Context: an optimization exercise on an open-source flow, tuned for small area. The choices shown serve that exercise and are no tape-out recipe. Function was checked by simulation only, so behaviour that the tests miss may differ from the original.

## fixed_point_alu
module fixed_point_alu (
   input  logic        clock,
   input  logic        reset,
   input  logic        req_tvalid,
   output logic        req_tready,
   input  logic [71:0] req_tdata,
   output logic        rsp_tvalid,
   input  logic        rsp_tready,
   output logic [39:0] rsp_tdata
);
   logic adv;
   logic rsp_valid;
   assign adv        = ~rsp_valid | rsp_tready;
   assign req_tready = adv;
   assign rsp_tvalid = rsp_valid;
   logic        v0;
   logic [3:0]  cmd0;
   logic [31:0] a0, b0;
   always_ff @(posedge clock) begin
      if (reset)    v0 <= 1'b0;
      else if (adv) v0 <= req_tvalid;
      if (adv) begin
         cmd0 <= req_tdata[3:0];
         a0   <= req_tdata[35:4];
         b0   <= req_tdata[67:36];
      end
   end
   logic        is_inc, is_dec, is_sub, use_sub;
   logic [31:0] op2;
   logic [32:0] sum;
   logic        lt, eq, add_ovf;
   fixed_point_alu_add33 u_addsub (.a({a0[31], a0}), .b({op2[31], op2} ^ {33{use_sub}}), .ci(use_sub), .s(sum));
   always_comb begin
      is_inc  = cmd0 == 4'd12;
      is_dec  = cmd0 == 4'd13;
      is_sub  = cmd0 == 4'd1;
      use_sub = ~(cmd0 == 4'd0 || is_inc);
      op2     = (is_inc || is_dec) ? 32'd1 : b0;
      lt      = sum[32];
      eq      = a0 == b0;
      add_ovf = sum[32] ^ sum[31];
   end
   logic        msg;
   logic [63:0] prod;
   logic        mul_ovf;
   assign msg = a0[31] ^ b0[31];
   fixed_point_alu_mul u_mul (.a(a0), .b(b0), .p(prod));
   assign mul_ovf = ~(&prod[63:39] | ~|prod[63:39]);
   logic [31:0] ma, mb, bn;
   logic [62:0] as_;
   logic        ovfa, exact;
   always_comb begin
      ma    = a0[31] ? -a0 : a0;
      mb    = b0[31] ? -b0 : b0;
      ovfa  = (mb[31:9] == 23'd0) && (ma[31:23] >= mb[8:0]);
      exact = (mb[31:9] == 23'd0) && (ma[31:23] == mb[8:0]) && (ma[22:0] == 23'd0);
      bn    = mb;
      as_   = {31'd0, ma};
      if (bn[31:16] == 16'd0) begin bn = bn << 16; as_ = as_ << 16; end
      if (bn[31:24] == 8'd0)  begin bn = bn << 8;  as_ = as_ << 8;  end
  ...
clock: 12.0 ns
lec_check: 0
cap_margin: 20
core_margin: 2
core_utilization: 40
place_density: 0.6
slew_margin: 20
run.sh (not shown) runs the stock make flow with config.mk's settings and CLKGATE_MAP_FILE= SYNTH_SCRIPT=/design/flow/synth_recipe.tcl, a recipe that flattens the netlist after the stock synthesis.
Edit:
--- a/flow/design.v
+++ b/flow/design.v
@@ -379,49 +379,29 @@
          sg7 <= {sg6, dsg14, dsg15};
          on7 <= {on6, don14, don15};
          tw7 <= {tw6, dtw14, dtw15};
          s7  <= ss15;
          c7  <= cc15;
       end
    end
-   logic signed [6:0] m2_8, m1_8, m0_8, mm_8;
-   fixed_point_alu_srt_th u_th8 (.d(d7[30:28]), .m2(m2_8), .m1(m1_8), .m0(m0_8), .mm(mm_8));
+   logic signed [6:0] m2_o, m1_o, m0_o, mm_o;
+   fixed_point_alu_srt_th u_tho (.d(d7[30:28]), .m2(m2_o), .m1(m1_o), .m0(m0_o), .mm(mm_o));
    logic dsg16, don16, dtw16;
-   fixed_point_alu_srt4_sel u_sel16 (.s(s7[32:26]), .c(c7[32:26]), .m2(m2_8), .m1(m1_8), .m0(m0_8), .mm(mm_8),
+   fixed_point_alu_srt4_sel u_sel16 (.s(s7[32:26]), .c(c7[32:26]), .m2(m2_o), .m1(m1_o), .m0(m0_o), .mm(mm_o),
       .sg(dsg16), .on(don16), .tw(dtw16));
-   logic [32:0] ss16, cc16;
+   logic [32:0] ss16, cc16, pfin;
    fixed_point_alu_srt4_fa u_fa16 (.s(s7), .c(c7), .x(2'b00), .d(d7),
       .sg(dsg16), .on(don16), .tw(dtw16), .so(ss16), .co(cc16));
-   logic        v8, dv8, fl8;
-   logic [1:0]  sr8;
-   logic [31:0] d8;
-   logic        ng8;
-   logic [32:0] pfin;
-   fixed_point_alu_add33 u_pfin (.a(ss16), .b(cc16), .ci(1'b0), .s(pfin));
-   logic [16:0] sg8, on8, tw8;
-   always_ff @(posedge clock) begin
-      if (reset)    v8 <= 1'b0;
-      else if (adv) v8 <= v7;
-      if (adv) begin
-         dv8 <= dv7;
-         fl8 <= fl7;
-         sr8 <= sr7;
-         d8  <= d7;
-         sg8 <= {sg7, dsg16};
-         on8 <= {on7, don16};
-         tw8 <= {tw7, dtw16};
-         ng8 <= pfin[32];
-      end
-   end
+   assign pfin = ss16 + cc16;
    logic        ngo;
    logic [16:0] sgo, ono, two;
-   assign ngo = ng8;
-   assign sgo = sg8;
-   assign ono = on8;
-   assign two = tw8;
+   assign ngo = pfin[32];
+   assign sgo = {sg7, dsg16};
+   assign ono = {on7, don16};
+   assign two = {tw7, dtw16};
    logic [33:0] qpv, qnv, dx, dy;
    logic [36:0] dsum0, dsum1, dsum;
    logic [34:0] dr;
    logic        dovf;
    logic [31:0] res_o;
    logic [1:0]  st_o;
    logic        cmp_o;
@@ -429,34 +409,34 @@
    generate
       for (gi = 0; gi < 17; gi = gi + 1) begin : g_q
          assign qpv[2*gi+1:2*gi] = sgo[gi] ? {two[gi], ono[gi]} : 2'b00;
          assign qnv[2*gi+1:2*gi] = sgo[gi] ? 2'b00 : {two[gi], ono[gi]};
       end
    endgenerate
    always_comb begin
-      dx    = fl8 ? qnv : qpv;
-      dy    = fl8 ? qpv : qnv;
+      dx    = fl7 ? qnv : qpv;
+      dy    = fl7 ? qpv : qnv;
       dsum0 = {3'b000, dx} + ~{3'b000, dy} + 37'd2;
       dsum1 = {3'b000, dx} + ~{3'b000, dy} + 37'd3;
-      dsum  = (ngo ^ fl8) ? dsum0 : dsum1;
+      dsum  = (ngo ^ fl7) ? dsum0 : dsum1;
       dr    = dsum[36:2];
-      if (fl8) dovf = ~((dr[34:31] == 4'b1111) | (dr[34:31] == 4'b0000));
+      if (fl7) dovf = ~((dr[34:31] == 4'b1111) | (dr[34:31] == 4'b0000));
       else       dovf = dr[34:31] != 4'b0000;
-      dovf  = dovf | sr8[0];
-      if (dv8) begin
+      dovf  = dovf | sr7[0];
+      if (dv7) begin
          cmp_o = 1'b0;
          st_o  = {1'b0, dovf};
-         res_o = dovf ? (fl8 ? 32'h80000000 : 32'h7fffffff) : dr[31:0];
+         res_o = dovf ? (fl7 ? 32'h80000000 : 32'h7fffffff) : dr[31:0];
       end else begin
-         cmp_o = fl8 & (sr8 == 2'd3);
-         st_o  = (sr8 == 2'd3) ? 2'd0 : sr8;
-         res_o = (sr8 == 2'd1) ? {fl8, {31{~fl8}}} : d8;
+         cmp_o = fl7 & (sr7 == 2'd3);
+         st_o  = (sr7 == 2'd3) ? 2'd0 : sr7;
+         res_o = (sr7 == 2'd1) ? {fl7, {31{~fl7}}} : d7;
       end
    end
-   assign rsp_valid = v8;
+   assign rsp_valid = v7;
    assign rsp_tdata = {5'd0, st_o, cmp_o, res_o};
 endmodule
 module fixed_point_alu_srt_th (
    input  logic [2:0]        d,
    output logic signed [6:0] m2,
    output logic signed [6:0] m1,
    output logic signed [6:0] m0,
The changed run completed without violations; design area goes down by about 1.5%; die area goes down by about 2.5%; via count goes up by 0.86%; clock skew goes up by 0.024 ns; first-iteration DRC count goes up by about 6%; wire length goes up by about 5.6%; flip-flop and latch count goes down by 89; count of clock-buffer cells in the layout goes down by 15; maximum frequency goes up by about 0.54%.

static timing again, ports no longer ideal:
The flow's constraints put no driver on any port. The routed layouts listed below were extracted and timed again, unchanged, in two steps.
Step 1: set_driving_cell puts a clkbuf_16 on clock and a buf_2 on each other input, an assumption about the parent block.
Step 2 times the ports against the registers' clock, not the clock port: input delays grow and output delays shrink by t, the midpoint of the rising clock arrivals with the driver on.
a / b / c = ideal / step 1 / step 2; a / b = the first two.
| run | shift t [ns] | setup WS [ns] | worst setup path after step 2 | worst register clock-pin slew, ns |
|---|---|---|---|---|
| the first run | 0.861 | 0.531 / 0.531 / 0.531 | register to register | 0.08 / 0.08 |
| the second run | 0.855 | 0.592 / 0.493 / 0.657 | register to register | 0.08 / 0.08 |
After both steps every run listed still meets setup and hold.
